Source: an optimization exercise on an open RTL-to-GDS flow (aim: small area, a short achievable clock period and few clock cycles). Production flows keep margins and buffers that such runs may drop. In this exercise RTL edits were held to simulation tests only and were not proved equivalent to the original. Power figures rest on the tool's default switching activity, not on a simulated workload.

### flow/design.v
package ldcr_pkg;
    localparam int COL_W  = 10;
    localparam int ROW_W  = 10;
    localparam int PIX_W  = 8;
    localparam int CNT_W  = 20;
    localparam int SUM_W  = 30;
    localparam int LEFT_W = 10;
    localparam int CROP_W = 11;
    localparam int COEF_W = 32;
endpackage
import ldcr_pkg::*;
module ldcr_pix (
    input  logic              i_clk,
    input  logic              i_rst_n,
    input  logic              i_vld,
    input  logic              i_last,
    input  logic [47:0]       i_data,
    input  logic [LEFT_W-1:0] i_left,
    input  logic [CROP_W-1:0] i_width,
    input  logic [CROP_W-1:0] i_rows,
    output logic              o_hit,
    output logic              o_last,
    output logic [COL_W-1:0]  o_col,
    output logic [ROW_W-1:0]  o_row,
    output logic              o_l2
);
    localparam logic [511:0] TAB_KL = 512'h002aaaeaa9aaaaeaa5a9aaaa95a9aaaa95a5a9aa5595a9aa5595a5a95555a5a9555595a5545555a5545555955054559550545550000000000000000000000000;
    function automatic logic [1:0] tab_kl(input logic [7:0] k);
        tab_kl = TAB_KL[k * 2 +: 2];
    endfunction
    localparam logic [4095:0] TAB_L = 4096'h0505050505050505050505050505050404040404040404040404040404040404040404040404040404040404040404040404040404040404040404040404040404040404040404040404040303030303030303030303030303030303030303030303030303030303030303030303030303030303030303030303030303030303030303030303030202020202020202020202020202020202020202020202020202020202020202020202020202020202020202020202020202020202020202020202020101010101010101010101010101010101010101010101010101010101010101010101010101010101010101010101010101010101010101010101ffff0505050505050505050505050505050504040404040404040404040404040404040404040404040404040404040404040404040404040404040404040404040404040404040404040404040303030303030303030303030303030303030303030303030303030303030303030303030303030303030303030303030303030303030303030303030302020202020202020202020202020202020202020202020202020202020202020202020202020202020202020202020202020202020202020202020201010101010101010101010101010101010101010101010101010101010101010101010101010101010101010101010101010101010101010101ffff;
    function automatic logic [7:0] tab_l(input logic [8:0] k);
        tab_l = TAB_L[k * 8 +: 8];
    endfunction
    localparam logic [1535:0] TAB_KH = 1536'h9249248e38e39238e38e38e38e38e36e38db6db6db6db6db6db6db6da6da69a69a69a69a69a69a4924924924924924924924914514514514514514514514492492492492492492492482082082082082082082082000000000000000000000009249248e38e49238e38e38e38e38e36e38db6db6db6db6db6db6db6da6da69a69a69a69a69a69a492492492492492492492492451451451451451451451449249249249249249249249208208208208208208208200000000000000000000000;
    function automatic logic [2:0] tab_kh(input logic [8:0] k);
        tab_kh = TAB_KH[k * 3 +: 3];
    endfunction
    logic [COL_W-1:0] col;
    logic [ROW_W-1:0] row;
    logic [PIX_W-1:0] blu, grn, red;
    logic             in_win, gt, rmax, rok, sat_hi, pre_ok;
    logic [2:0]       mlim;
    logic [PIX_W:0]   gb, bg, rb, rg;
    logic [PIX_W-1:0] d, a;
    always_comb begin
        col    = i_data[9:0];
        row    = i_data[19:10];
        blu    = i_data[27:20];
        grn    = i_data[35:28];
        red    = i_data[43:36];
        in_win = (col >= i_left)
              && ({2'b0, col} < ({2'b0, i_left} + {1'b0, i_width}))
              && ({1'b0, row} < i_rows);
        gb     = {1'b0, grn} - {1'b0, blu};
        bg     = {1'b0, blu} - {1'b0, grn};
        rb     = {1'b0, red} - {1'b0, blu};
        rg     = {1'b0, red} - {1'b0, grn};
        gt     = bg[PIX_W];
        rmax   = !rb[PIX_W] && !rg[PIX_W];
        rok    = (red >= 8'd50) && (red <= 8'd250);
        d      = gt ? rb[PIX_W-1:0] : rg[PIX_W-1:0];
        a      = gt ? gb[PIX_W-1:0] : bg[PIX_W-1:0];
        if (red < 8'd57)        mlim = 3'd1;
        else if (red < 8'd114)  mlim = 3'd2;
        else if (red < 8'd170)  mlim = 3'd3;
        else if (red < 8'd226)  mlim = 3'd4;
        else if (red == 8'd226) mlim = 3'd5;
        else if (red == 8'd227) mlim = 3'd4;
        else                    mlim = 3'd5;
        sat_hi = gt ? (blu >= {5'b0, mlim}) : (grn >= {5'b0, mlim});
        pre_ok = i_vld && in_win && rmax && rok && sat_hi;
    end
    logic             r_p, r_gt, r_l;
    logic [PIX_W-1:0] r_d, r_a;
    logic [5:0]       r_dl;
    logic [COL_W-1:0] r_c;
    logic [ROW_W-1:0] r_r;
    always_ff @(posedge i_clk) begin
        if (!i_rst_n) begin
            r_p <= 1'b0;
            r_l <= 1'b0;
        end else begin
            r_p <= pre_ok;
            r_l <= i_vld && i_last;
        end
    end
    always_ff @(posedge i_clk) begin
        r_gt <= gt;
        r_d  <= d;
        r_a  <= a;
        r_dl <= 6'(red[7:2] - {2'b0, red[7:4]}) + {4'b0, tab_kl(red)};
        r_c  <= col;
        r_r  <= row;
    end
    logic             red_ok, r_h3, r_l3;
    logic [COL_W-1:0] r_c3;
    logic [ROW_W-1:0] r_r3;
    always_comb begin
        red_ok = (r_d >= {2'b0, r_dl})
              && (r_a >= tab_l({r_gt, r_d}))
              && ({1'b0, r_a} <= {2'b0, r_d[7:1]} + {6'b0, tab_kh({r_gt, r_d})});
    end
    always_ff @(posedge i_clk) begin
        if (!i_rst_n) begin
            r_h3 <= 1'b0;
            r_l3 <= 1'b0;
        end else begin
            r_h3 <= r_p && red_ok;
            r_l3 <= r_l;
        end
    end
    always_ff @(posedge i_clk) begin
        r_c3 <= r_c;
        r_r3 <= r_r;
    end
    assign o_hit  = r_h3;
    assign o_last = r_l3;
    assign o_col  = r_c3;
    assign o_row  = r_r3;
    assign o_l2   = r_l;
endmodule
import ldcr_pkg::*;
module ldcr_div (
    input  logic             i_clk,
    input  logic             i_load,
    input  logic [SUM_W-1:0] i_sum,
    input  logic             i_step,
    input  logic [CNT_W-1:0] i_dvs,
    output logic [COL_W-1:0] o_quo
);
    logic [SUM_W:0]   r_c;         
    logic [CNT_W+1:0] sh, nx;
    always_comb begin
        sh = {r_c[SUM_W:COL_W], r_c[COL_W-1]};
        nx = r_c[SUM_W] ? sh + {2'b0, i_dvs} : sh - {2'b0, i_dvs};
    end
    always_ff @(posedge i_clk) begin
        if (i_load) begin
            r_c <= {1'b0, i_sum};
        end else if (i_step) begin
            r_c <= {nx[CNT_W:0], r_c[COL_W-2:0], !nx[CNT_W+1]};
        end
    end
    assign o_quo = r_c[COL_W-1:0];
endmodule
import ldcr_pkg::*;
module ldcr_ctrl (
    input  logic i_clk,
    input  logic i_rst_n,
    input  logic i_s_tvalid,
    input  logic i_s_tlast,
    input  logic i_l1,      
    input  logic i_l2,      
    input  logic i_l3,      
    input  logic i_pend,
    input  logic i_free,
    input  logic i_snap,
    output logic o_s_tready
);
    logic       r_rdy, acc_last;
    logic [2:0] n_next;
    always_comb begin
        acc_last = i_s_tvalid && r_rdy && i_s_tlast;
        n_next   = 3'(acc_last) + 3'(i_l1) + 3'(i_l2)
                 + 3'(i_l3 && !i_snap) + 3'(i_pend && !i_snap);
    end
    always_ff @(posedge i_clk) begin
        if (!i_rst_n) begin
            r_rdy <= 1'b1;
        end else begin
            r_rdy <= (n_next == 3'd0) || ((n_next == 3'd1) && i_free && !i_snap);
        end
    end
    assign o_s_tready = r_rdy;
endmodule
import ldcr_pkg::*;
module ldcr_dp (
    input  logic              i_clk,
    input  logic              i_rst_n,
    input  logic              i_hit,
    input  logic              i_last,
    input  logic [COL_W-1:0]  i_col,
    input  logic [ROW_W-1:0]  i_row,
    input  logic [COEF_W-1:0] i_off,
    input  logic [COEF_W-1:0] i_slope,
    input  logic [COEF_W-1:0] i_shift,
    input  logic              i_m_tready,
    output logic              o_free,
    output logic              o_snap,
    output logic              o_pend,
    output logic              o_done,
    output logic              o_m_tvalid,
    output logic [55:0]       o_m_tdata,
    output logic [1:0]        o_m_tuser
);
    logic [CNT_W-1:0] r_cnt, cnt_b;
    logic [SUM_W-1:0] r_csum, r_rsum, csum_b, rsum_b;
    logic             r_pend, r_done, add, snap, free;
    logic             r_idle, r_cdiv, r_minit, r_dabs, r_mul, r_neg1, r_neg2, r_div, r_fin;
    logic             r_ovld;
    always_comb begin
        free   = r_idle && !r_ovld;
        snap   = (r_done || r_pend) && free;
        cnt_b  = snap ? '0 : r_cnt;
        csum_b = snap ? '0 : r_csum;
        rsum_b = snap ? '0 : r_rsum;
        add    = i_hit && (cnt_b != '1);
    end
    always_ff @(posedge i_clk) begin
        if (!i_rst_n) begin
            r_cnt  <= '0;
            r_csum <= '0;
            r_rsum <= '0;
        end else if (add) begin
            r_cnt  <= cnt_b + 1'b1;
            r_csum <= csum_b + SUM_W'(i_col);
            r_rsum <= rsum_b + SUM_W'(i_row);
        end else begin
            r_cnt  <= cnt_b;
            r_csum <= csum_b;
            r_rsum <= rsum_b;
        end
    end
    always_ff @(posedge i_clk) begin
        if (!i_rst_n) begin
            r_done <= 1'b0;
            r_pend <= 1'b0;
        end else begin
            r_done <= i_last;
            r_pend <= (r_pend || r_done) && !snap;
        end
    end
    logic [33:0]      r_r;
    logic [31:0]      r_q, r_d;
    logic [ROW_W-1:0] r_cr;
    logic [4:0]       r_n;
    logic             r_dneg, r_dz, r_neg, r_c, r_ofound, r_ook;
    logic [COL_W-1:0] cc;
    logic             last_n, nonzero;
    logic [33:0] a, b, s;
    logic [34:0] t;
    logic        ci, qb;
    always_comb begin
        a = ({34{r_cdiv | r_div}} & {r_r[32:0], r_q[31]})
          | ({34{r_mul}}          & r_r)
          | ({34{r_neg2}}         & ~r_r)
          | ({34{r_neg1}}         & ~{2'b0, r_q})
          | ({34{r_fin}}          & {2'b0, r_q})
          | ({34{r_minit}}        & {{2{i_shift[31]}}, i_shift});
        b = ({34{r_cdiv | r_div | r_dabs}} & ({2'b0, r_d} ^ {34{!r_r[33] | r_dabs}}))
          | ({34{r_mul & r_q[0]}}          & {{2{i_slope[31]}}, i_slope})
          | ({34{r_minit}}                 & {8'b0, r_q[9:0], 16'b0});
        ci = ((r_cdiv | r_div) & !r_r[33]) | r_dabs | r_neg1
           | (r_neg2 & r_c) | (r_fin & r_neg);
        t  = {a, 1'b1} + {b, ci};
        s  = t[34:1];
        qb = !s[33];
        last_n  = (r_cdiv && r_n == 5'd9) || (r_mul && r_n == 5'd15)
               || (r_div && r_n == 5'd31);
        nonzero = r_cnt != '0;
    end
    always_ff @(posedge i_clk) begin
        if (!i_rst_n) begin
            r_idle  <= 1'b1;
            r_cdiv  <= 1'b0;
            r_minit <= 1'b0;
            r_dabs  <= 1'b0;
            r_mul   <= 1'b0;
            r_neg1  <= 1'b0;
            r_neg2  <= 1'b0;
            r_div   <= 1'b0;
            r_fin   <= 1'b0;
            r_ovld  <= 1'b0;
        end else begin
            r_idle  <= (r_idle && !(snap && nonzero)) || r_fin;
            r_cdiv  <= (r_idle && snap && nonzero) || (r_cdiv && !last_n);
            r_minit <= r_cdiv && last_n;
            r_dabs  <= r_minit;
            r_mul   <= r_dabs || (r_mul && !last_n);
            r_neg1  <= r_mul && last_n;
            r_neg2  <= r_neg1 && r_r[33];
            r_div   <= (r_neg1 && !r_r[33]) || r_neg2 || (r_div && !last_n);
            r_fin   <= r_div && last_n;
            r_ovld  <= (r_ovld && !i_m_tready) || (snap && !nonzero) || r_fin;
        end
    end
    always_ff @(posedge i_clk) begin
        if (!i_rst_n || snap) begin
            r_n <= '0;
        end else if (r_cdiv || r_mul || r_div) begin
            r_n <= last_n ? 5'd0 : r_n + 1'b1;
        end
    end
    always_ff @(posedge i_clk) begin
        if (snap) begin
            r_d      <= {12'b0, r_cnt};
            r_r      <= {14'b0, r_rsum[SUM_W-1:COL_W]};
            r_q      <= {r_rsum[COL_W-1:0], 22'b0};
            r_cr     <= '0;
            r_ofound <= nonzero;
            r_ook    <= 1'b0;
        end
        if (r_cdiv) begin
            r_r <= s;
            r_q <= {r_q[30:0], qb};
        end
        if (r_div) begin
            r_r <= s;
            r_q <= {r_q[30:0], qb ^ r_neg};
        end
        if (r_minit) begin
            r_cr   <= r_q[9:0];
            r_r    <= {{2{i_off[31]}}, i_off};
            r_q    <= {22'b0, r_q[9:0]};
            r_d    <= s[31:0];
            r_dneg <= s[33];
        end
        if (r_dabs) begin
            r_dz <= ({r_dneg, r_d} == '0);
            if (r_dneg) r_d <= s[31:0];
        end
        if (r_mul) begin
            r_r <= {s[33], s[33:1]};
            r_q <= {s[0], r_q[31:1]};
        end
        if (r_neg1) begin
            r_neg <= r_r[33] ^ r_dneg;
            if (r_r[33]) begin
                r_q <= s[31:0];
                r_c <= !s[32];
            end
        end
        if (r_neg2) begin
            r_r <= s;
        end
        if (r_fin) begin
            if (r_dz)         r_r <= '0;
            else if (r_q[31] ^ r_neg) r_r <= {2'b0, r_neg ? 32'h8000_0000 : 32'h7FFF_FFFF};
            else              r_r <= {2'b0, s[31:0]};
            r_ook <= !r_dz;
        end
    end
    ldcr_div u_cdiv (
        .i_clk  (i_clk),
        .i_load (snap),
        .i_sum  (r_csum),
        .i_step (r_cdiv),
        .i_dvs  (r_d[CNT_W-1:0]),
        .o_quo  (cc)
    );
    assign o_free     = free;
    assign o_snap     = snap;
    assign o_pend     = r_pend;
    assign o_done     = r_done;
    assign o_m_tvalid = r_ovld;
    assign o_m_tdata  = {4'b0, r_r[31:0], r_cr, cc};
    assign o_m_tuser  = {r_ook, r_ofound};
endmodule
import ldcr_pkg::*;
module laser_dot_centroid_ranger (
    input  logic                 i_clk,
    input  logic                 i_rst_n,
    input  logic                 s_axis_tvalid,
    output logic                 s_axis_tready,
    input  logic [47:0]          s_axis_tdata,
    input  logic                 s_axis_tlast,
    output logic                 m_axis_tvalid,
    input  logic                 m_axis_tready,
    output logic [55:0]          m_axis_tdata,
    output logic [1:0]           m_axis_tuser,
    input  logic                 i_cfg_we,
    input  logic [2:0]           i_cfg_idx,
    input  logic [COEF_W-1:0]    i_cfg_data
);
    logic [LEFT_W-1:0] r_left;
    logic [CROP_W-1:0] r_width, r_rows;
    logic [COEF_W-1:0] r_off, r_slope, r_shift;
    always_ff @(posedge i_clk) begin
        if (!i_rst_n) begin
            r_left  <= LEFT_W'(224);
            r_width <= CROP_W'(192);
            r_rows  <= CROP_W'(479);
            r_off   <= '0;
            r_slope <= '0;
            r_shift <= '0;
        end else if (i_cfg_we) begin
            case (i_cfg_idx)
                3'd0: r_left  <= i_cfg_data[LEFT_W-1:0];
                3'd1: r_width <= i_cfg_data[CROP_W-1:0];
                3'd2: r_rows  <= i_cfg_data[CROP_W-1:0];
                3'd3: r_off   <= i_cfg_data;
                3'd4: r_slope <= i_cfg_data;
                3'd5: r_shift <= i_cfg_data;
                default: ;
            endcase
        end
    end
    logic             pix_acc, hit, last2, last3, free, snap, pend, done;
    logic [COL_W-1:0] col;
    logic [ROW_W-1:0] row;
    assign pix_acc = s_axis_tvalid && s_axis_tready;
    ldcr_ctrl u_ctrl (
        .i_clk      (i_clk),
        .i_rst_n    (i_rst_n),
        .i_s_tvalid (s_axis_tvalid),
        .i_s_tlast  (s_axis_tlast),
        .i_l1       (last2),
        .i_l2       (last3),
        .i_l3       (done),
        .i_pend     (pend),
        .i_free     (free),
        .i_snap     (snap),
        .o_s_tready (s_axis_tready)
    );
    ldcr_pix u_pix (
        .i_clk   (i_clk),
        .i_rst_n (i_rst_n),
        .i_vld   (pix_acc),
        .i_last  (s_axis_tlast),
        .i_data  (s_axis_tdata),
        .i_left  (r_left),
        .i_width (r_width),
        .i_rows  (r_rows),
        .o_hit   (hit),
        .o_last  (last3),
        .o_col   (col),
        .o_row   (row),
        .o_l2    (last2)
    );
    ldcr_dp u_dp (
        .i_clk      (i_clk),
        .i_rst_n    (i_rst_n),
        .i_hit      (hit),
        .i_last     (last3),
        .i_col      (col),
        .i_row      (row),
        .i_off      (r_off),
        .i_slope    (r_slope),
        .i_shift    (r_shift),
        .i_m_tready (m_axis_tready),
        .o_free     (free),
        .o_snap     (snap),
        .o_pend     (pend),
        .o_done     (done),
        .o_m_tvalid (m_axis_tvalid),
        .o_m_tdata  (m_axis_tdata),
        .o_m_tuser  (m_axis_tuser)
    );
endmodule
### flow/run.sh
#!/bin/bash
# synth_recipe.tcl (not shown) runs the flow's synth.tcl, then flattens the netlist and writes it again
# the make line also repeats each setting of config.mk as NAME=value (left out here)
make -C /OpenROAD-flow-scripts/flow DESIGN_CONFIG=/design/flow/config.mk WORK_HOME=/design/flow/orfs CLKGATE_MAP_FILE= SYNTH_SCRIPT=/design/flow/synth_recipe.tcl finish
### flow/config.mk
export PLATFORM = sky130hd
export DESIGN_NAME = laser_dot_centroid_ranger
export DESIGN_NICKNAME = laser_dot_centroid_ranger
export VERILOG_FILES = /design/flow/design.v
export SDC_FILE = /design/flow/constraint.sdc
export NUM_CORES = 4
export LEC_CHECK = 0
export ABC_AREA = 1
export CAP_MARGIN = 20
export CORE_MARGIN = 2
export CORE_UTILIZATION = 40
export SETUP_SLACK_MARGIN = 5
export SLEW_MARGIN = 20
export SYNTH_MEMORY_MAX_BITS = 16384
export TNS_END_PERCENT = 100
### flow/constraint.sdc
create_clock -name core_clock -period 9.0 [get_ports {i_clk}]
set_input_delay 1.8000 -clock core_clock [delete_from_list [all_inputs] [get_ports {i_clk}]]
set_output_delay 1.8000 -clock core_clock [all_outputs]
set_load 0.01 [all_outputs]
==> impl_metrics.json, run 1 <==
{
  "outcome": "complete, no violations",
  "netlist_area_mm2": 0.0298,
  "antenna_cells": 0,
  "drive_above_1_share_pct": 8.23,
  "cts_tree": "yes",
  "routedWlPerCell_um": 20.4,
  "power_density_mw_per_mm2": 170,
  "drt_iter0_drc": 2964,
  "r2r-start": "u_dp.r_div",
  "htreeDepth": 2,
  "whs_path_depth": 0,
  "final_core_util_pct": 46.6,
  "worst_hold_startpoint": "u_pix.r_c[4]",
  "dp_hpwl_mm": 80.5,
  "yosysWarnings": 5,
  "synth_common_cells": "854 x nand2_1, 504 x inv_1, 492 x nor2_1",
  "instances_no_fill": 5344,
  "maxCapViolations": 0,
  "cts_buffers": 51,
  "routed-via-count": 29600,
  "clock_sinks": 438,
  "start_util_pct": 40.3,
  "clk_latency_ns": 0.62,
  "ir_worst_vdd_v": 0.000140,
  "synth_area_leaders": "dfxtp_1 24%, nand2_1 11%, ha_1 8.2%",
  "fin_nets": 4631,
  "synth_seq_area_share_pct": 32.1,
  "worstPathRequired_ns": 9.36,
  "die-area_mm2": 0.0768,
  "ys_seq_elements": 438,
  "avgSynthCellArea_um2": 6.97,
  "r2r_cells": 17,
  "die_w_um": 277,
  "die_h_um": 277,
  "finalMaxSlewViolations": 0,
  "post-route-period-util_pct": 43.1,
  "rows": 100,
  "synth.most_common_cell": "nand2_1",
  "fill_cells": 7615,
  "criticalPathCategory": "reg2reg",
  "rsz0062_at_grt": "true",
  "grtUsageTotal_pct": 27.2,
  "portBuffers": 140,
  "synth_top_area_share_pct": 24.0,
  "dp_cells": 5207,
  "wirelength_mm": 109,
  "reg2reg_to": "u_dp.r_r[26]",
  "fin_skew_ns": 0.0191,
  "ant_nets": 0,
  "clockBufferDepth": 3,
  "ctsHoldBuffers": 0,
  "syn_inst": 4282,
  "place_ws_ns": 3.55,
  "fin_setup_tns_ns": 0,
  "synth_flop_cell": "dfxtp_1",
  "setup_slack_ns": 5.12,
  "async_flop_share_pct": 0,
  "crit_fanout": 44,
  "timing.fmax_mhz": 258,
  "routabilityCongestion": 0.993,
  "first_global_vias": 27300,
  "worstMarginPinSlew_ns": 1.15,
  "p_leak_nw": 14.8,
  "drc_errors": 0,
  "reg2reg_slack_ns": 5.12,
  "period_needed_ns": 3.88,
  "via_per_inst": 5.54,
  "min_to": "u_pix.r_c3[4]",
  "pin_count": 149,
  "area_delta_synth_final_pct": 15.8,
  "cts.reportedPaths.clkPinSlew_ns": 0.06,
  "cts_root_buf": "clkbuf_16",
  "cp-end-kind": "register",
  "grt_pass1_wl_mm": 163,
  "power_w": 0.00586,
  "synth_edf_count": 80,
  "dr.pass1.iters": 6,
  "synth_cell_type_count": 64,
  "fp.coreArea_mm2": 0.0741,
  "finalHoldViolCount": 0,
  "hp-class": "reg2reg",
  "overflow": 0,
  "arrival_ns": 4.24,
  "yosysTopAreaCell": "dfxtp_1",
  "start_kind": "register",
  "setup_violations": 0,
  "grt_max_degree": 90,
  "antenna_found_initial": 7,
  "max_slew_margin_pct": 23.4
}
[cell type report]
cell class | count | area (um^2) | area share [%]
Inverter | 510 | 1950 | 5.64
Clock buffer | 68 | 1420 | 4.12
Sequential cell | 438 | 9580 | 27.7
Timing Repair Buffer | 219 | 2110 | 6.10
Multi-Input combinational cell | 3113 | 17900 | 51.9
Clock inverter | 27 | 347 | 1.00
Tap cell | 969 | 1210 | 3.51
[report_power, final]
group | internal, W | switching [W]
clock | 0.00131 | 0.000918
combinational | 0.000512 | 0.000800
sequential | 0.00216 | 0.000156
total | 0.00398 | 0.00187
[sequential cells by signal, summed over array words and instances (netlist names), 10 cells and up]
name and count:
u_pix.r_c3 10, u_dp.r_q 32, u_dp.r_d 32, r_rows 11, r_width 11, u_dp.r_rsum 30
r_off 32, r_shift 32, u_pix.r_r3 10, r_left 10, u_dp.r_r 34, u_pix.r_r 10
u_dp.r_cnt 20, r_slope 32, u_dp.u_cdiv.r_c 31, u_dp.r_csum 30, u_pix.r_c 10, u_dp.r_cr 10
[timing repair]
| action | in CTS | in global routing |
|---|---|---|
| cloned | 1 | 3 |
| pin swaps | 7 | 31 |
| setup endpoints to repair | 105 | 58 |
| gates resized for setup | 85 | 129 |
| buffers inserted | 10 | 27 |
[cell usage in the layout (no fill, tap or decap), types with 55 or more instances in the layout]
master,Yosys,routed
nand2_1,854,844
inv_1,504,488
nor2_1,492,478
o21ai_0,424,413
dfxtp_1,358,350
a21oi_1,323,313
ha_1,195,181
nand3_1,165,159
clkdlybuf4s50_1,0,130
edfxtp_1,80,80
xor2_1,81,77
buf_4,54,69
clkbuf_16,0,55
[worst max-delay path by stage]
stage                      from       endpoint  slack (ns)  cells after the start
6_report             u_dp.r_div   u_dp.r_r[26]        5.12                     17
5_1_grt            u_pix.r_d[0]     u_pix.r_h3        4.90                     24
4_1_cts             u_dp.r_cdiv   u_dp.r_r[26]        5.01                     17
3_5_place_dp   s_axis_tdata[21]      u_pix.r_p        3.55                     11
3_3_place_gp   s_axis_tdata[21]      u_pix.r_p        3.58                     11
2_1_floorplan  s_axis_tdata[37]  u_pix.r_dl[5]        4.84                     19
[metal layers]
metal  up-vias  GRT usage [%]  part of all wire (%)
met5         -              0                 0.084
met4        14           9.07                   3.6
met3       202           4.72                   8.5
met2      1157           44.0                    44
met1     13800           36.5                    43
li1      14500              -                     -
[critical path: stages (launching register included)]
cell and delay, ns:
dfxtp_1 0.37, nor2_4 0.16, buf_12 0.21, inv_4 0.15
buf_12 0.21, a221oi_1 0.27, o2111ai_1 0.23, ha_2 0.36
a21oi_1 0.20, o21ai_0 0.18, a21oi_1 0.26, nor2_1 0.10
nor3_1 0.24, nand3b_1 0.11, nand2_1 0.29, nand2_1 0.10
nand3_1 0.10, o21ai_0 0.08
[logic make-up (layout without fill, tap and decap cells)]
kind of cell,count (synthesis),after routing,synth area share (%)
AND/OR/NAND/NOR,1708,1709,24.1
multiplexers,5,5,0.168
XOR/XNOR,124,124,3.64
AO/OA/AOI/OAI,1062,1062,20.8
buffers and inverters,735,824,10.1
other,1,4,0.0126
flip-flops,438,438,32.1
adder cells (fa/ha/maj),209,209,9.12
[through the flow]
stage          instance area [um^2]  hold WS, ns
2_1_floorplan                 29900        0.310
3_3_place_gp                  31700        0.310
3_5_place_dp                  31700        0.312
4_1_cts                       33800        0.323
5_1_grt                       34500        0.329
6_report                      34500        0.323
Testbench counts, summed over its fixed seeds: cycles 42,797.
==> inputs of run 2 (changes only) <==
--- a/flow/config.mk
+++ b/flow/config.mk
@@ -5,7 +5,6 @@
 export SDC_FILE = /design/flow/constraint.sdc
 export NUM_CORES = 4
 export LEC_CHECK = 0
-export ABC_AREA = 1
 export CAP_MARGIN = 20
 export CORE_MARGIN = 2
 export CORE_UTILIZATION = 40
==> run 2 against run 1 <==
Flip-flop and latch count unchanged. Final area down 3.7%. Core utilization rose by 1.8 points. Routed wire length shrank 11%. Critical path depth increased by 2.
==> impl_metrics.json, run 2 <==
{
  "outcome": "complete, no violations",
  "synth.most_common_cell": "nand2_1",
  "start_util_pct": 40.4,
  "area_delta_synth_final_pct": 19.8,
  "drt_iter0_drc": 2736,
  "slowest_delay_ns": 0.42,
  "grt_max_degree": 100,
  "htreeDepth": 2,
  "dp_cells": 4335,
  "cp-end-kind": "register",
  "synth_top_area_share_pct": 25.8,
  "fin_skew_ns": 0.0220,
  "max_slew_margin_pct": 27.8,
  "path_buf_inv": 5,
  "arrival_ns": 4.46,
  "yosysTopAreaCell": "dfxtp_1",
  "hp-class": "reg2reg",
  "start_kind": "register",
  "final_core_util_pct": 48.4,
  "fp.coreArea_mm2": 0.0687,
  "criticalPathCategory": "reg2reg",
  "final_cell_mix": "657 x nand2_1, 336 x dfxtp_1, 246 x nor2_1",
  "clock_sinks": 438,
  "portBuffers": 140,
  "pin_count": 149,
  "ant_nets": 0,
  "post-route-period-util_pct": 45.5,
  "power_density_mw_per_mm2": 166,
  "async_flop_share_pct": 0,
  "rows": 96,
  "power_w": 0.00552,
  "die-area_mm2": 0.0715,
  "synth_common_cells": "662 x nand2_1, 358 x dfxtp_1, 255 x nor2_1",
  "worst_path_max_delay_cell": "edfxtp_1",
  "regMostFlops": "u_dp.r_r",
  "p_leak_nw": 13.3,
  "wirelength_mm": 96.7,
  "crit_chain": "inv_2 > nor2_4 > buf_12 > clkbuf_16 > buf_6 > xnor2_2 > o21ai_2 > ha_4 > nor2b_4 > o31a_1 > o2111ai_4 > a21boi_2 > o211ai_1 > buf_4 > nand2_2 > xnor2_4 > o211a_1 > o21ai_0 > a211o_1",
  "finalMaxSlewViolations": 0,
  "fin_nets": 3834,
  "cts_tree": "yes",
  "routabilityCongestion": 0.934,
  "syn_inst": 3471,
  "fin_setup_tns_ns": 0,
  "setup_violations": 0,
  "cts_root_buf": "clkbuf_16",
  "place_ws_ns": 3.65,
  "die_w_um": 267,
  "via_per_inst": 5.68,
  "grtUsageTotal_pct": 25.8,
  "synth_edf_count": 80,
  "crit_family": "compound AO/OA/AOI/OAI gates",
  "routed-via-count": 25600,
  "largest_reg_flops": 34,
  "finalHoldViolCount": 0,
  "overflow": 0,
  "ir_worst_vdd_v": 0.000133,
  "synth_flop_cell": "dfxtp_1",
  "crit_fanout": 7,
  "mostFrequentLayoutCell": "nand2_1",
  "maxCapViolations": 0,
  "dr.pass1.iters": 6,
  "synth_cell_type_count": 80,
  "grt_pass1_wl_mm": 143,
  "yosysWarnings": 5,
  "avgSynthCellArea_um2": 8.00,
  "setup_slack_ns": 4.91,
  "instances_no_fill": 4516,
  "worstPathRequired_ns": 9.36,
  "clk_latency_ns": 0.62,
  "synth_seq_area_share_pct": 34.5,
  "cts.reportedPaths.clkPinSlew_ns": 0.06,
  "rsz0062_at_grt": "true",
  "ys_seq_elements": 438,
  "drc_errors": 0,
  "synth_area_leaders": "dfxtp_1 26%, nand2_1 8.9%, ha_1 8.8%",
  "drive_above_1_share_pct": 11.5,
  "antenna_found_initial": 3,
  "cts_buffers": 53,
  "netlist_area_mm2": 0.0278,
  "dp_hpwl_mm": 64.7,
  "period_needed_ns": 4.09,
  "clockBufferDepth": 3,
  "first_global_vias": 23700,
  "routedWlPerCell_um": 21.4,
  "worstMarginPinSlew_ns": 1.08,
  "die_h_um": 267,
  "timing.fmax_mhz": 244
}
run 2: changes by cell type after synthesis, moves of 74 or more:
cell	previous run	this run
a21boi_0	10	132
nand3_1	165	91
inv_1	504	118
o21ai_0	424	214
nor2_1	492	255
nand2_1	854	662
a21oi_1	323	201
run 2: worst paths after layout:
| kind | start | to | cells after the start | slack, ns |
|---|---|---|---|---|
| setup / recovery | u_dp.r_r[33] | u_dp.r_r[18] | 19 | 4.91 |
| hold / removal | u_pix.r_r[6] | u_pix.r_r3[6] | 0 | 0.32 |
| hold reg to reg | u_pix.r_r[6] | u_pix.r_r3[6] | 0 | 0.32 |
| setup reg to reg | u_dp.r_r[33] | u_dp.r_r[18] | 19 | 4.91 |
run 2: cell type report:
type	count	area, um^2
clock inverters	20	185
diodes	4	10.0
inverters	120	470
repair buffers	253	2560
multi-input cells	2670	17700
fillers	6758	35400
flip-flops and latches	438	9630
well taps	931	1160
clock buffers	80	1560
run 2: logic make-up after synthesis:
logic type	count (synthesis)	share of synthesized area, %
and+or+nand+nor	1321	21.1
AOI/OAI and AO/OA	880	20.7
DFF	438	34.5
buffers and inverters	368	5.65
adders and majority gates	213	9.94
xor gates and xnor gates	204	6.43
muxes	46	1.68
other	1	0.0135
run 2: repair_timing:
item	CTS	global route
setup buffers	16	46
pin swaps	15	66
gates cloned	7	8
endpoints found under the setup margin	135	69
hold buffers	0	0
gates resized for setup	158	189
run 2: stage by stage:
step	hold WS, ns	cell area, um^2
after CTS	0.325	32100
after global placement	0.311	29600
after detailed placement	0.312	29600
after global routing	0.331	33300
after floorplan	0.310	27900
final	0.325	33300
run 2: worst reg2reg max path, stage by stage (launching register included):
cell and delay, ns:
edfxtp_1 0.42, inv_2 0.11, nor2_4 0.06, buf_12 0.13
clkbuf_16 0.17, buf_6 0.13, xnor2_2 0.13, o21ai_2 0.23
ha_4 0.25, nor2b_4 0.12, o31a_1 0.34, o2111ai_4 0.27
a21boi_2 0.10, o211ai_1 0.26, buf_4 0.16, nand2_2 0.08
xnor2_4 0.28, o211a_1 0.21, o21ai_0 0.08, a211o_1 0.32
run 2: report_power, final:
part	internal [W]	leakage [nW]	total, W	switching, W
Combinational	0.000506	8.77	0.00108	0.000573
Sequential	0.00211	3.67	0.00225	0.000135
Clock	0.00128	0.862	0.00219	0.000905
Total	0.00390	13.3	0.00552	0.00161
run 2: per-layer routing:
| layer | GRT usage, % | routed length, um |
|---|---|---|
| met1 | 36.6 | 42600 |
| met2 | 38.9 | 41300 |
| met3 | 5.40 | 9430 |
| met4 | 8.52 | 3350 |
| met5 | 0 | 0 |
==> inputs of run 3 (changes only) <==
--- a/flow/design.v
+++ b/flow/design.v
@@ -122,27 +122,16 @@
 endmodule
 import ldcr_pkg::*;
 module ldcr_div (
-    input  logic             i_clk,
-    input  logic             i_load,
-    input  logic [SUM_W-1:0] i_sum,
-    input  logic             i_step,
-    input  logic [CNT_W-1:0] i_dvs,
-    output logic [COL_W-1:0] o_quo
+    input  logic [33:0] i_a,
+    input  logic [33:0] i_b,
+    input  logic        i_ci,
+    output logic [33:0] o_s
 );
-    logic [SUM_W:0]   r_c;         
-    logic [CNT_W+1:0] sh, nx;
+    logic [34:0] t;
     always_comb begin
-        sh = {r_c[SUM_W:COL_W], r_c[COL_W-1]};
-        nx = r_c[SUM_W] ? sh + {2'b0, i_dvs} : sh - {2'b0, i_dvs};
-    end
-    always_ff @(posedge i_clk) begin
-        if (i_load) begin
-            r_c <= {1'b0, i_sum};
-        end else if (i_step) begin
-            r_c <= {nx[CNT_W:0], r_c[COL_W-2:0], !nx[CNT_W+1]};
-        end
+        t   = {i_a, 1'b1} + {i_b, i_ci};
+        o_s = t[34:1];
     end
-    assign o_quo = r_c[COL_W-1:0];
 endmodule
 import ldcr_pkg::*;
 module ldcr_ctrl (
@@ -197,38 +186,43 @@
     logic [CNT_W-1:0] r_cnt, cnt_b;
     logic [SUM_W-1:0] r_csum, r_rsum, csum_b, rsum_b;
     logic             r_pend, r_done, add, snap, free;
-    logic             r_idle, r_cdiv, r_minit, r_dabs, r_mul, r_neg1, r_neg2, r_div, r_fin;
+    logic             r_idle, r_rdiv, r_cmov, r_cdiv, r_minit, r_dabs, r_mul, r_neg1, r_neg2, r_div, r_fin;
+    logic             r_dsel;       
     logic             r_ovld;
+    logic             r_snap, snap_n, pend_n, idle_n, ovld_n, nonzero;
     always_comb begin
-        free   = r_idle && !r_ovld;
-        snap   = (r_done || r_pend) && free;
-        cnt_b  = snap ? '0 : r_cnt;
-        csum_b = snap ? '0 : r_csum;
-        rsum_b = snap ? '0 : r_rsum;
-        add    = i_hit && (cnt_b != '1);
+        free    = r_idle && !r_ovld;
+        snap    = r_snap;
+        nonzero = r_cnt != '0;
+        pend_n  = (r_pend || r_done) && !snap;
+        idle_n  = (r_idle && !(snap && nonzero)) || r_fin;
+        ovld_n  = (r_ovld && !i_m_tready) || (snap && !nonzero) || r_fin;
+        snap_n  = (i_last || pend_n) && idle_n && !ovld_n;
+        cnt_b   = snap ? '0 : r_cnt;
+        csum_b  = snap ? '0 : r_csum;
+        rsum_b  = snap ? '0 : r_rsum;
+        add     = i_hit && (cnt_b != '1);
     end
     always_ff @(posedge i_clk) begin
         if (!i_rst_n) begin
             r_cnt  <= '0;
             r_csum <= '0;
             r_rsum <= '0;
-        end else if (add) begin
-            r_cnt  <= cnt_b + 1'b1;
-            r_csum <= csum_b + SUM_W'(i_col);
-            r_rsum <= rsum_b + SUM_W'(i_row);
         end else begin
-            r_cnt  <= cnt_b;
-            r_csum <= csum_b;
-            r_rsum <= rsum_b;
+            r_cnt  <= cnt_b + CNT_W'(add);
+            r_csum <= csum_b + (add ? SUM_W'(i_col) : '0);
+            r_rsum <= rsum_b + (add ? SUM_W'(i_row) : '0);
         end
     end
     always_ff @(posedge i_clk) begin
         if (!i_rst_n) begin
             r_done <= 1'b0;
             r_pend <= 1'b0;
+            r_snap <= 1'b0;
         end else begin
             r_done <= i_last;
-            r_pend <= (r_pend || r_done) && !snap;
+            r_pend <= pend_n;
+            r_snap <= snap_n;
         end
     end
     logic [33:0]      r_r;
@@ -236,34 +230,36 @@
     logic [ROW_W-1:0] r_cr;
     logic [4:0]       r_n;
     logic             r_dneg, r_dz, r_neg, r_c, r_ofound, r_ook;
-    logic [COL_W-1:0] cc;
-    logic             last_n, nonzero;
+    logic [COL_W-1:0] r_cc;
+    logic             last_n, rdiv_n, cdiv_n, div_n;
     logic [33:0] a, b, s;
-    logic [34:0] t;
     logic        ci, qb;
     always_comb begin
-        a = ({34{r_cdiv | r_div}} & {r_r[32:0], r_q[31]})
+        a = ({34{r_dsel}}         & {r_r[32:0], r_q[31]})
           | ({34{r_mul}}          & r_r)
           | ({34{r_neg2}}         & ~r_r)
           | ({34{r_neg1}}         & ~{2'b0, r_q})
           | ({34{r_fin}}          & {2'b0, r_q})
           | ({34{r_minit}}        & {{2{i_shift[31]}}, i_shift});
-        b = ({34{r_cdiv | r_div | r_dabs}} & ({2'b0, r_d} ^ {34{!r_r[33] | r_dabs}}))
+        b = ({34{r_dsel | r_dabs}}         & ({2'b0, r_d} ^ {34{!r_r[33] | r_dabs}}))
           | ({34{r_mul & r_q[0]}}          & {{2{i_slope[31]}}, i_slope})
-          | ({34{r_minit}}                 & {8'b0, r_q[9:0], 16'b0});
-        ci = ((r_cdiv | r_div) & !r_r[33]) | r_dabs | r_neg1
+          | ({34{r_minit}}                 & {8'b0, r_cr, 16'b0});
+        ci = (r_dsel & !r_r[33]) | r_dabs | r_neg1
            | (r_neg2 & r_c) | (r_fin & r_neg);
-        t  = {a, 1'b1} + {b, ci};
-        s  = t[34:1];
         qb = !s[33];
-        last_n  = (r_cdiv && r_n == 5'd9) || (r_mul && r_n == 5'd15)
+        last_n  = ((r_rdiv || r_cdiv) && r_n == 5'd9) || (r_mul && r_n == 5'd15)
                || (r_div && r_n == 5'd31);
-        nonzero = r_cnt != '0;
+        rdiv_n  = (r_idle && snap && nonzero) || (r_rdiv && !last_n);
+        cdiv_n  = r_cmov || (r_cdiv && !last_n);
+        div_n   = (r_neg1 && !r_r[33]) || r_neg2 || (r_div && !last_n);
     end
     always_ff @(posedge i_clk) begin
         if (!i_rst_n) begin
             r_idle  <= 1'b1;
+            r_rdiv  <= 1'b0;
+            r_cmov  <= 1'b0;
             r_cdiv  <= 1'b0;
+            r_dsel  <= 1'b0;
             r_minit <= 1'b0;
             r_dabs  <= 1'b0;
             r_mul   <= 1'b0;
@@ -273,22 +269,25 @@
             r_fin   <= 1'b0;
             r_ovld  <= 1'b0;
         end else begin
-            r_idle  <= (r_idle && !(snap && nonzero)) || r_fin;
-            r_cdiv  <= (r_idle && snap && nonzero) || (r_cdiv && !last_n);
+            r_idle  <= idle_n;
+            r_rdiv  <= rdiv_n;
+            r_cmov  <= r_rdiv && last_n;
+            r_cdiv  <= cdiv_n;
+            r_dsel  <= rdiv_n || cdiv_n || div_n;
             r_minit <= r_cdiv && last_n;
             r_dabs  <= r_minit;
             r_mul   <= r_dabs || (r_mul && !last_n);
             r_neg1  <= r_mul && last_n;
             r_neg2  <= r_neg1 && r_r[33];
-            r_div   <= (r_neg1 && !r_r[33]) || r_neg2 || (r_div && !last_n);
+            r_div   <= div_n;
             r_fin   <= r_div && last_n;
-            r_ovld  <= (r_ovld && !i_m_tready) || (snap && !nonzero) || r_fin;
+            r_ovld  <= ovld_n;
         end
     end
     always_ff @(posedge i_clk) begin
         if (!i_rst_n || snap) begin
             r_n <= '0;
-        end else if (r_cdiv || r_mul || r_div) begin
+        end else if (r_rdiv || r_cdiv || r_mul || r_div) begin
             r_n <= last_n ? 5'd0 : r_n + 1'b1;
         end
     end
@@ -296,23 +295,25 @@
         if (snap) begin
             r_d      <= {12'b0, r_cnt};
             r_r      <= {14'b0, r_rsum[SUM_W-1:COL_W]};
-            r_q      <= {r_rsum[COL_W-1:0], 22'b0};
+            r_q      <= {r_rsum[COL_W-1:0], r_csum[SUM_W-1:8]};
+            r_cc     <= r_csum[COL_W-1:0];
             r_cr     <= '0;
             r_ofound <= nonzero;
             r_ook    <= 1'b0;
         end
-        if (r_cdiv) begin
+        if (r_dsel) begin
             r_r <= s;
-            r_q <= {r_q[30:0], qb};
+            r_q <= {r_q[30:0], qb ^ (r_div & r_neg)};
         end
-        if (r_div) begin
-            r_r <= s;
-            r_q <= {r_q[30:0], qb ^ r_neg};
+        if (r_cmov) begin
+            r_cr <= r_q[9:0];
+            r_r  <= {14'b0, r_q[31:12]};
+            r_q  <= {r_q[11:10], r_cc[7:0], 22'b0};
         end
         if (r_minit) begin
-            r_cr   <= r_q[9:0];
+            r_cc   <= r_q[9:0];
             r_r    <= {{2{i_off[31]}}, i_off};
-            r_q    <= {22'b0, r_q[9:0]};
+            r_q    <= {22'b0, r_cr};
             r_d    <= s[31:0];
             r_dneg <= s[33];
         end
@@ -341,20 +342,18 @@
             r_ook <= !r_dz;
         end
     end
-    ldcr_div u_cdiv (
-        .i_clk  (i_clk),
-        .i_load (snap),
-        .i_sum  (r_csum),
-        .i_step (r_cdiv),
-        .i_dvs  (r_d[CNT_W-1:0]),
-        .o_quo  (cc)
+    ldcr_div u_add (
+        .i_a  (a),
+        .i_b  (b),
+        .i_ci (ci),
+        .o_s  (s)
     );
     assign o_free     = free;
     assign o_snap     = snap;
     assign o_pend     = r_pend;
     assign o_done     = r_done;
     assign o_m_tvalid = r_ovld;
-    assign o_m_tdata  = {4'b0, r_r[31:0], r_cr, cc};
+    assign o_m_tdata  = {4'b0, r_r[31:0], r_cr, r_cc};
     assign o_m_tuser  = {r_ook, r_ofound};
 endmodule
 import ldcr_pkg::*;
==> flow/flow/run.sh (new file) <==
#!/bin/bash
set -euo pipefail
bash standard.sh SETUP_SLACK_MARGIN=5.5 finish > flow_standard.log 2>&1
==> flow/standard.sh (new file) <==
#!/bin/bash
# synth_recipe.tcl (not shown) runs the flow's synth.tcl, then flattens the netlist and writes it again
# the make line also repeats each setting of config.mk as NAME=value (left out here)
make -C /OpenROAD-flow-scripts/flow DESIGN_CONFIG=/design/flow/config.mk WORK_HOME=/design/flow/orfs CLKGATE_MAP_FILE= SYNTH_SCRIPT=/design/flow/synth_recipe.tcl "${@:-finish}"
--- a/flow/config.mk
+++ b/flow/config.mk
@@ -5,6 +5,7 @@
 export SDC_FILE = /design/flow/constraint.sdc
 export NUM_CORES = 4
 export LEC_CHECK = 0
+export ABC_AREA = 1
 export CAP_MARGIN = 20
 export CORE_MARGIN = 2
 export CORE_UTILIZATION = 40
removed: flow/run.sh
==> run 3 against run 2 <==
Critical path type is now in2reg. Sequential share of layout area decreased by 3.6 points. Clock skew increased by 0.016 ns. Critical endpoint is now u_pix.r_dl[5]. Clock-buffer cell count decreased by 16. Largest power group is now the clock network. Combinational power decreased by 27%. Flip-flop and latch count decreased by 17. Synthesized cell count increased by 18%. Sequential power decreased by 5%. Routed wire length increased by 21%. First-iteration DRC count increased by 36%. Critical path depth decreased by 1. Core utilization increased by 3.8 points. Non-clock buffer count increased by 111.
==> impl_metrics.json, run 3 <==
{
  "outcome": "complete, no violations",
  "synth.most_common_cell": "nand2_1",
  "drt_iter0_drc": 3730,
  "criticalPathCategory": "in2reg",
  "fin_nets": 4573,
  "p_sw_w": 0.00146,
  "rows": 96,
  "cts_tree": "yes",
  "avgSynthCellArea_um2": 6.78,
  "hp-class": "reg2reg",
  "routabilityCongestion": 1.01,
  "met2_usage_pct": 45.8,
  "final_cell_mix": "709 x nand2_1, 530 x inv_1, 379 x o21ai_0",
  "wirelength_mm": 117,
  "crit_family": "compound AO/OA/AOI/OAI gates",
  "synth_common_cells": "810 x nand2_1, 573 x inv_1, 447 x nor2_1",
  "cts.reportedPaths.clkPinSlew_ns": 0.06,
  "cts_root_buf": "clkbuf_16",
  "cp.depth": 18,
  "fin_setup_tns_ns": 0,
  "met3_usage_pct": 6.19,
  "portBuffers": 140,
  "path_buf_inv": 2,
  "grt_pass1_wl_mm": 163,
  "startpoint": "s_axis_tdata[36]",
  "routedWlPerCell_um": 22.4,
  "drive_above_1_share_pct": 19.1,
  "rsz0062_at_grt": "true",
  "worstPathRequired_ns": 9.48,
  "overflow": 0,
  "mostFrequentLayoutCell": "nand2_1",
  "routed-via-count": 29700,
  "pwr-share-clk_pct": 42.4,
  "top_usage_layer": "met2",
  "cp-end-kind": "register",
  "final_core_util_pct": 52.3,
  "synth_cell_type_count": 68,
  "worst_path_max_delay_cell": "fa_1",
  "dp_hpwl_mm": 80.1,
  "regMostFlops": "u_dp.r_r",
  "pin_count": 149,
  "ir_worst_vdd_v": 0.000142,
  "setup_violations": 0,
  "maxCapViolations": 0,
  "start_kind": "input port",
  "internal-power_w": 0.00360,
  "grt_max_degree": 78,
  "arrival_ns": 4.19,
  "netlist_area_mm2": 0.0276,
  "area_delta_synth_final_pct": 29.4,
  "whs_path_depth": 0,
  "crit_top_cell": "nand2_1",
  "ant_nets": 0,
  "largest_reg_flops": 34,
  "clockBufferDepth": 3,
  "worstMarginPinSlew_ns": 1.00,
  "fp.coreArea_mm2": 0.0685,
  "async_flop_share_pct": 0,
  "drc_errors": 0,
  "crit_fanout": 5,
  "period_needed_ns": 3.71,
  "yosysWarnings": 5,
  "via_per_inst": 5.68,
  "crit_chain": "buf_12 > nor2_4 > nand2_2 > nor2_2 > nand2_1 > a21oi_2 > o21ai_1 > a32oi_2 > fa_1 > inv_1 > ha_1 > nand2_1 > nor2_1 > a211oi_2 > nor2_1 > o21ai_1 > nand2_1 > xnor2_2",
  "max_slew_margin_pct": 32.4,
  "antenna_found_initial": 8,
  "r2r_cells": 22,
  "dr.pass1.iters": 8,
  "grtUsageTotal_pct": 30.5,
  "synth_area_leaders": "dfxtp_1 26%, nand2_1 11%, ha_1 7.9%",
  "synth_top_area_share_pct": 26.1,
  "met1_usage_pct": 41.3,
  "synth_flop_cell": "dfxtp_1",
  "worst_hold_startpoint": "u_pix.r_r[3]",
  "swShare_pct": 28.8,
  "ys_seq_elements": 421,
  "p_seq_share_pct": 42.0,
  "fin_skew_ns": 0.0381,
  "p_leak_nw": 15.4,
  "synth_edf_count": 60,
  "power_density_mw_per_mm2": 141,
  "combPwrFrac_pct": 15.6,
  "synth_seq_area_share_pct": 32.7,
  "timing.fmax_mhz": 270,
  "die_w_um": 267,
  "cts_buffers": 49,
  "die-area_mm2": 0.0712,
  "die_h_um": 267,
  "start_util_pct": 40.4,
  "clock_sinks": 421,
  "htreeDepth": 2,
  "syn_inst": 4080,
  "finalMaxSlewViolations": 0,
  "yosysTopAreaCell": "dfxtp_1",
  "clk_latency_ns": 0.63,
  "slowest_delay_ns": 0.47,
  "finalHoldViolCount": 0,
  "r2r-start": "u_dp.r_snap",
  "post-route-period-util_pct": 41.2,
  "first_global_vias": 26400
}
[run 3: layout make-up]
type / instances / area [um^2]
inverters: 587 / 2350
clock inverters: 27 / 284
fillers: 6704 / 32700
repair buffers: 364 / 3740
clock buffers: 64 / 1440
well taps: 882 / 1100
diodes: 3 / 7.51
flip-flops and latches: 421 / 9070
repair inverters: 4 / 37.5
multi-input cells: 2870 / 17800
[run 3: path summary, 6_finish.rpt]
check / endpoint / slack, ns
worst max-delay path: u_pix.r_dl[5] / 5.29
worst min-delay path: u_pix.r_r3[3] / 0.32
worst max register to register: u_dp.r_csum[23] / 5.30
worst min register to register: u_pix.r_r3[3] / 0.32
[run 3: what timing repair did]
item	CTS	global route
setup buffers	72	105
pin swaps	56	147
gates cloned	8	14
gates resized for setup	277	476
hold buffers	0	0
setup endpoints to repair	211	126
[run 3: cell families after synthesis]
kind of cell               count (synthesis)  synth area share (%)
xor gates and xnor gates                  48                  1.57
buffers and inverters                    794                  11.6
adders and majority gates                187                  8.82
AOI/OAI and AO/OA                       1031                  21.1
and+or+nand+nor                         1593                  24.1
DFF                                      421                  32.7
other                                      1                0.0136
muxes                                      5                 0.181
[run 3: layer usage]
metal | vias to the layer above | part of all wire [%]
li1 | 14000 | -
met1 | 13800 | 41
met2 | 1559 | 43
met3 | 332 | 10
met4 | 2 | 5.7
met5 | - | 0.015
[run 3: through the flow]
| step | cells | hold slack [ns] | power, W | setup slack (ns) | instance area (um^2) |
|---|---|---|---|---|---|
| final | 5222 | 0.324 | 0.00506 | 5.29 | 35800 |
| after global routing | 5219 | 0.329 | 0.00526 | 5.12 | 35800 |
| after detailed placement | 4929 | 0.312 | 0.00285 | 3.59 | 29500 |
| after CTS | 5100 | 0.326 | 0.00502 | 5.32 | 32900 |
| after global placement | 4929 | 0.310 | 0.00284 | 3.55 | 29500 |
| after floorplan | 4083 | 0.310 | 0.00259 | 4.87 | 27700 |
[run 3: worst reg2reg max path: cells and delay by family (launching register included)]
family / cells / cell delay (ns)
AO/OA/AOI/OAI: 5 / 1.07
buffers and inverters: 5 / 0.50
flip-flops: 1 / 0.39
AND/OR/NAND/NOR: 11 / 1.25
adder cells (fa/ha/maj): 1 / 0.39
[run 3: power groups by stage]
stage          clock network [W]  logic [W]  registers (W)
6_report                 0.00215   0.000789        0.00213
5_1_grt                  0.00223   0.000889        0.00213
4_1_cts                  0.00217   0.000731        0.00212
3_5_place_dp                   0   0.000690        0.00216
3_3_place_gp                   0   0.000678        0.00216
2_1_floorplan                  0   0.000486        0.00210
Testbench counts of run 3, summed over its fixed seeds: cycles 43,134.
==> inputs of run 4 (changes only) <==
==> flow/run.sh (new file) <==
#!/bin/bash
# synth_recipe.tcl (not shown) runs the flow's synth.tcl, then flattens the netlist and writes it again
# the make line also repeats each setting of config.mk as NAME=value (left out here)
make -C /OpenROAD-flow-scripts/flow DESIGN_CONFIG=/design/flow/config.mk WORK_HOME=/design/flow/orfs CLKGATE_MAP_FILE= SYNTH_SCRIPT=/design/flow/synth_recipe.tcl finish
removed: flow/flow/run.sh
removed: flow/standard.sh
==> run 4 against run 3 <==
Global-route usage shrank 1.1 points. Clock skew rose by 0.0029 ns. Flip-flop and latch count unchanged. Clock power fell by 3%. Largest power group is now sequential cells. Critical path depth decreased by 1. Power decreased by 2.5%. Setup slack got worse by 0.19 ns. Critical path type is now reg2reg. Final area down 11%.
==> impl_metrics.json, run 4 <==
{
  "hp-class": "reg2reg",
  "clockBufferDepth": 3,
  "power_density_mw_per_mm2": 155,
  "routedWlPerCell_um": 21.4,
  "die_h_um": 267,
  "ctsHoldBuffers": 0,
  "rows": 96,
  "start_util_pct": 40.4,
  "synth_edf_count": 60,
  "fp.coreArea_mm2": 0.0685,
  "r2r_cells": 17,
  "grt_max_degree": 78,
  "cp-end-kind": "register",
  "cts.reportedPaths.clkPinSlew_ns": 0.06,
  "htreeDepth": 2,
  "p_leak_nw": 13.8,
  "yosysWarnings": 5,
  "rsz0062_at_grt": "true",
  "clk_latency_ns": 0.62,
  "max_slew_margin_pct": 28.7,
  "synth.most_common_cell": "nand2_1",
  "avgSynthCellArea_um2": 6.78,
  "synth_cell_type_count": 68,
  "via_per_inst": 5.56,
  "period_needed_ns": 3.89,
  "criticalPathCategory": "reg2reg",
  "ir_worst_vdd_v": 0.000134,
  "worstMarginPinSlew_ns": 1.06,
  "largest_reg_flops": 34,
  "regMostFlops": "u_dp.r_r",
  "async_flop_share_pct": 0,
  "setup_violations": 0,
  "netlist_area_mm2": 0.0276,
  "syn_inst": 4080,
  "cts_tree": "yes",
  "fill_cells": 7072,
  "post-route-period-util_pct": 43.3,
  "fin_skew_ns": 0.0410,
  "start_kind": "register",
  "finalMaxSlewViolations": 0,
  "antenna_found_initial": 6,
  "drive_above_1_share_pct": 7.01,
  "routed-via-count": 28100,
  "portBuffers": 140,
  "outcome": "complete, no violations",
  "synth_area_leaders": "dfxtp_1 26%, nand2_1 11%, ha_1 7.9%",
  "area_delta_synth_final_pct": 15.2,
  "worstPathRequired_ns": 9.38,
  "grtUsageTotal_pct": 29.4,
  "die_w_um": 267,
  "pin_count": 149,
  "antenna_cells": 0,
  "finalHoldViolCount": 0,
  "final_cell_mix": "800 x nand2_1, 563 x inv_1, 434 x nor2_1",
  "mostFrequentLayoutCell": "nand2_1",
  "arrival_ns": 4.27,
  "synth_top_area_share_pct": 26.1,
  "maxCapViolations": 0,
  "drc_errors": 0,
  "synth_seq_area_share_pct": 32.7,
  "routabilityCongestion": 1.01,
  "dr.pass1.iters": 6,
  "timing.fmax_mhz": 257,
  "yosysTopAreaCell": "dfxtp_1",
  "drt_iter0_drc": 3316,
  "power_w": 0.00493,
  "dp_hpwl_mm": 80.2,
  "overflow": 0,
  "ant_nets": 0,
  "fin_nets": 4406,
  "grt_pass1_wl_mm": 158,
  "die-area_mm2": 0.0712,
  "synth_flop_cell": "dfxtp_1",
  "first_global_vias": 25400,
  "crit_fanout": 19,
  "cts_buffers": 49,
  "whs_path_depth": 0,
  "fin_setup_tns_ns": 0,
  "clock_sinks": 421,
  "cts_root_buf": "clkbuf_16",
  "synth_common_cells": "810 x nand2_1, 573 x inv_1, 447 x nor2_1",
  "wirelength_mm": 108,
  "ys_seq_elements": 421
}
run 4: critical path, cell delays in order, from the launching register on:
cell,delay [ns]
edfxtp_1,0.52
nand2_4,0.11
buf_12,0.15
clkbuf_16,0.19
or2_2,0.28
a32o_1,0.24
ha_1,0.33
a21oi_1,0.26
inv_1,0.07
nor2_1,0.10
nand2_1,0.16
a21oi_2,0.32
nand3b_1,0.29
nand3b_1,0.17
nand2_1,0.23
nand2_1,0.07
nand2_1,0.08
nand2_1,0.05
run 4: metrics by stage:
stage / instances / hold slack, ns / utilization [%] / setup slack [ns] / instance area, um^2
after floorplan: 4083 / 0.310 / - / 4.85 / 27700
after global placement: 4929 / 0.311 / 43.1 / 3.57 / 29500
after detailed placement: 4929 / 0.312 / 43.1 / 3.56 / 29500
after CTS: 5035 / 0.324 / 45.9 / 4.87 / 31400
after global routing: 5050 / 0.320 / 46.5 / 4.94 / 31800
final: 5050 / 0.320 / 46.5 / 5.11 / 31800
run 4: metal layers:
layer | vias up | global-route usage [%] | wire length, um
met5 | - | 0 | 25
met4 | 4 | 12.7 | 5180
met3 | 230 | 5.42 | 10100
met2 | 1324 | 44.8 | 46000
met1 | 12900 | 40.5 | 46700
li1 | 13600 | - | -
run 4: cell type report:
cell class / instances / area (um^2) / area share (%)
well taps: 882 / 1100 / 3.46
clock inverters: 29 / 293 / 0.919
flip-flops and latches: 421 / 9050 / 28.4
clock buffers: 60 / 1360 / 4.27
multi-input cells: 2870 / 15800 / 49.6
inverters: 587 / 2260 / 7.09
repair buffers: 201 / 2000 / 6.28
run 4: final timing paths:
| kind | from | end | slack (ns) |
|---|---|---|---|
| max | u_dp.r_r[33] | u_dp.r_r[24] | 5.11 |
| min | u_pix.r_c[6] | u_pix.r_c3[6] | 0.32 |
| max reg2reg | u_dp.r_r[33] | u_dp.r_r[24] | 5.11 |
| min reg2reg | u_pix.r_c[6] | u_pix.r_c3[6] | 0.32 |
run 4: kinds of logic after synthesis:
group | synth area share, %
simple gates | 24.1
flops | 32.7
buf+inv | 11.6
xor+xnor | 1.57
fa+ha+maj | 8.82
compound gates | 21.1
other cells | 0.0136
mux | 0.181
run 4: report_power, final:
| group | switching (W) | internal (W) | leakage [nW] | total [W] |
|---|---|---|---|---|
| sequential | 0.000120 | 0.00201 | 3.51 | 0.00213 |
| clock | 0.000882 | 0.00120 | 0.809 | 0.00208 |
| combinational | 0.000435 | 0.000286 | 9.45 | 0.000721 |
| total | 0.00144 | 0.00350 | 13.8 | 0.00493 |
run 4: timing repair:
item	4_1_cts	5_1_grt
setup endpoints to repair	86	65
cloned	1	2
setup buffers	16	13
gates resized for setup	53	90
pin swaps	2	11
==> inputs of run 5 (changes only) <==
--- a/flow/config.mk
+++ b/flow/config.mk
@@ -8,7 +8,8 @@
 export ABC_AREA = 1
 export CAP_MARGIN = 20
 export CORE_MARGIN = 2
-export CORE_UTILIZATION = 40
+export CORE_UTILIZATION = 60
+export PLACE_DENSITY = 0.75
 export SETUP_SLACK_MARGIN = 5
 export SLEW_MARGIN = 20
 export SYNTH_MEMORY_MAX_BITS = 16384
==> run 5 against run 4 <==
Still clean on timing, DRC and antenna. Clock power shrank 9%. Final area fell by 1.3%. Cell count decreased by 5.4%. Flip-flop and latch count stayed put. Combinational power is 1% higher. Largest power group unchanged. Highest routed layer unchanged.
==> impl_metrics.json, run 5 <==
{
  "grt_pass1_wl_mm": 156,
  "rows": 78,
  "power_density_mw_per_mm2": 151,
  "rsz0062_at_grt": "true",
  "dr.pass1.iters": 11,
  "pin_count": 149,
  "routedWlPerCell_um": 22.5,
  "fin_skew_ns": 0.0246,
  "synth_cell_type_count": 68,
  "synth_seq_area_share_pct": 32.7,
  "dp_hpwl_mm": 79.1,
  "avgSynthCellArea_um2": 6.78,
  "arrival_ns": 4.42,
  "period_needed_ns": 4.02,
  "regMostFlops": "u_dp.r_r",
  "final_core_util_pct": 69.1,
  "portBuffers": 140,
  "via_per_inst": 6.16,
  "crit_fanout": 59,
  "post-route-period-util_pct": 44.6,
  "routed-via-count": 29400,
  "outcome": "complete, no violations",
  "reg2reg_slack_ns": 4.98,
  "slowest_delay_ns": 0.47,
  "timing.fmax_mhz": 249,
  "first_global_vias": 25900,
  "worstMarginPinSlew_ns": 1.29,
  "cts_root_buf": "clkbuf_16",
  "power_w": 0.00476,
  "routabilityCongestion": 1.07,
  "fin_nets": 4413,
  "htreeDepth": 2,
  "fin_setup_tns_ns": 0,
  "finalMaxSlewViolations": 0,
  "final_cell_mix": "797 x nand2_1, 559 x inv_1, 432 x nor2_1",
  "r2r-start": "u_dp.r_neg2",
  "drive_above_1_share_pct": 7.12,
  "crit_top_cell": "nand2_1",
  "wirelength_mm": 108,
  "reg2reg_to": "u_dp.r_r[27]",
  "hold_ws_ns": 0.326,
  "ir_worst_vdd_v": 0.000151,
  "maxCapViolations": 0,
  "synth.most_common_cell": "nand2_1",
  "ys_seq_elements": 421,
  "synth_flop_cell": "dfxtp_1",
  "cts_buffers": 46,
  "clk_latency_ns": 0.60,
  "r2r_cells": 17,
  "cts_tree": "yes",
  "area_delta_synth_final_pct": 13.7,
  "setup_violations": 0,
  "antenna_found_initial": 4,
  "ctsHoldBuffers": 0,
  "die-area_mm2": 0.0478,
  "mostFrequentLayoutCell": "nand2_1",
  "cp-end-kind": "register",
  "synth_common_cells": "810 x nand2_1, 573 x inv_1, 447 x nor2_1",
  "async_flop_share_pct": 0,
  "criticalPathCategory": "reg2reg",
  "synth_area_leaders": "dfxtp_1 26%, nand2_1 11%, ha_1 7.9%",
  "setup_slack_ns": 4.98,
  "max_slew_margin_pct": 13.5,
  "start_kind": "register",
  "cts.reportedPaths.clkPinSlew_ns": 0.06,
  "whs_path_depth": 0,
  "grtUsageTotal_pct": 43.5,
  "overflow": 0,
  "synth_edf_count": 60,
  "drt_iter0_drc": 4301,
  "hp-class": "reg2reg",
  "finalHoldViolCount": 0,
  "fp.coreArea_mm2": 0.0455,
  "ant_nets": 0,
  "p_leak_nw": 13.8,
  "drc_errors": 0,
  "synth_top_area_share_pct": 26.1,
  "clockBufferDepth": 3,
  "place_ws_ns": 3.63,
  "worst_path_max_delay_cell": "dfxtp_2",
  "yosysTopAreaCell": "dfxtp_1",
  "yosysWarnings": 5,
  "die_w_um": 219,
  "clock_sinks": 421,
  "worst_hold_startpoint": "u_pix.r_c[6]",
  "grt_max_degree": 103,
  "min_to": "u_pix.r_c3[6]",
  "largest_reg_flops": 34,
  "worstPathRequired_ns": 9.41,
  "die_h_um": 219,
  "netlist_area_mm2": 0.0276,
  "crit_chain": "inv_2 > buf_12 > o22ai_1 > a221oi_1 > o211ai_1 > ha_1 > nand2_1 > o21ai_0 > inv_1 > o21ai_1 > a21oi_1 > nand2_1 > xor2_4 > nand2_1 > nand3_1 > nand2_1 > nand2_1",
  "syn_inst": 4080,
  "start_util_pct": 60.8
}
run 5: metal layers:
layer / routed length (um) / up-vias / GRT usage (%)
li1: - / 13600 / -
met1: 42700 / 13500 / 58.8
met2: 43300 / 1914 / 62.3
met3: 14400 / 373 / 12.2
met4: 7220 / 2 / 24.1
met5: 12 / - / 0
run 5: cells by family after synthesis:
family / after synthesis / synth area share [%]
AOI/OAI and AO/OA: 1031 / 21.1
xor gates and xnor gates: 48 / 1.57
adders and majority gates: 187 / 8.82
buffers and inverters: 794 / 11.6
DFF: 421 / 32.7
muxes: 5 / 0.181
other: 1 / 0.0136
and+or+nand+nor: 1593 / 24.1
run 5: through the flow:
step	area (um^2)	instances
detailed placement	29100	4642
finish	31400	4777
CTS	30900	4748
global placement	29100	4642
floorplan	27700	4083
global route	31400	4774
run 5: critical path: cells and delay by family, from the launching register on:
kind | cells | cell delay, ns
and+or+nand+nor | 6 | 0.70
xor gates and xnor gates | 1 | 0.39
AOI/OAI and AO/OA | 6 | 1.31
buffers and inverters | 3 | 0.51
adders and majority gates | 1 | 0.45
DFF | 1 | 0.47
run 5: area by class of cell:
cell class | count | area [um^2]
tap | 600 | 751
timing repair inverter | 2 | 12.5
timing repair buffer | 209 | 2030
antenna | 3 | 7.51
sequential | 421 | 9060
fill | 4120 | 14000
clock buffer | 72 | 1360
inverter | 587 | 2270
multi-input combinational | 2870 | 15800
clock inverter | 13 | 138
run 5: power by group:
group,leakage (nW),total (W),switching [W],internal [W]
registers,3.52,0.00214,0.000126,0.00201
logic,9.51,0.000729,0.000439,0.000290
clock network,0.735,0.00190,0.000817,0.00108
total,13.8,0.00476,0.00138,0.00338
run 5: how the worst max path moves through the flow:
stage                startpoint            end  slack [ns]  cells after the start
4_1_cts              u_dp.r_fin   u_dp.r_r[20]        5.01                     19
5_1_grt             u_dp.r_neg2   u_dp.r_r[11]        4.85                     20
2_1_floorplan  s_axis_tdata[39]  u_pix.r_dl[5]        4.85                     17
6_report            u_dp.r_neg2   u_dp.r_r[27]        4.98                     17
3_3_place_gp   s_axis_tdata[37]  u_pix.r_dl[5]        3.69                     18
3_5_place_dp   s_axis_tdata[37]  u_pix.r_dl[5]        3.63                     18
run 5: repair_timing:
action / in CTS / in global routing
resized for setup: 55 / 103
setup buffers: 19 / 23
setup endpoints to repair: 140 / 112
gates cloned: 2 / 3
pin swaps: 3 / 24

[separate check: timing with driven ports]
The flow's constraints put no driver on any port. The routed layouts listed below were extracted and timed again, unchanged, in two steps.
Step 1 assumes that a clkbuf_16 drives the clock port and a buf_2 every other input.
Step 2, shift: input delay + t, output delay - t, t = (earliest + latest rising clock arrival at the registers) / 2. This alone moves slack from input paths to output paths.
Slacks: ideal ports / drivers / drivers and shift; pairs: ideal ports / drivers.
| run | t, ns | slack for setup (ns) | latest minus earliest clock arrival (ns) | worst register clock-pin slew, ns | worst data-port slew with drivers (ns) |
|---|---|---|---|---|---|
| run 1 | 0.680 | 5.122 / 5.122 / 4.522 | 0.021 / 0.021 | 0.07 / 0.07 | 0.09 |
| run 2 | 0.679 | 4.905 / 4.905 / 4.444 | 0.026 / 0.026 | 0.07 / 0.07 | 0.09 |
| run 3 | 0.681 | 5.292 / 5.296 / 4.631 | 0.039 / 0.039 | 0.06 / 0.06 | 0.07 |
| run 4 | 0.667 | 5.106 / 5.106 / 4.531 | 0.041 / 0.041 | 0.07 / 0.07 | 0.07 |
| run 5 | 0.649 | 4.984 / 4.984 / 4.478 | 0.025 / 0.025 | 0.06 / 0.06 | 0.05 |
After both steps setup and hold are still met in every run listed. For run 3, which loses most, drivers alone change the setup slack by +0.004 ns; drivers and shift together by -0.661 ns.
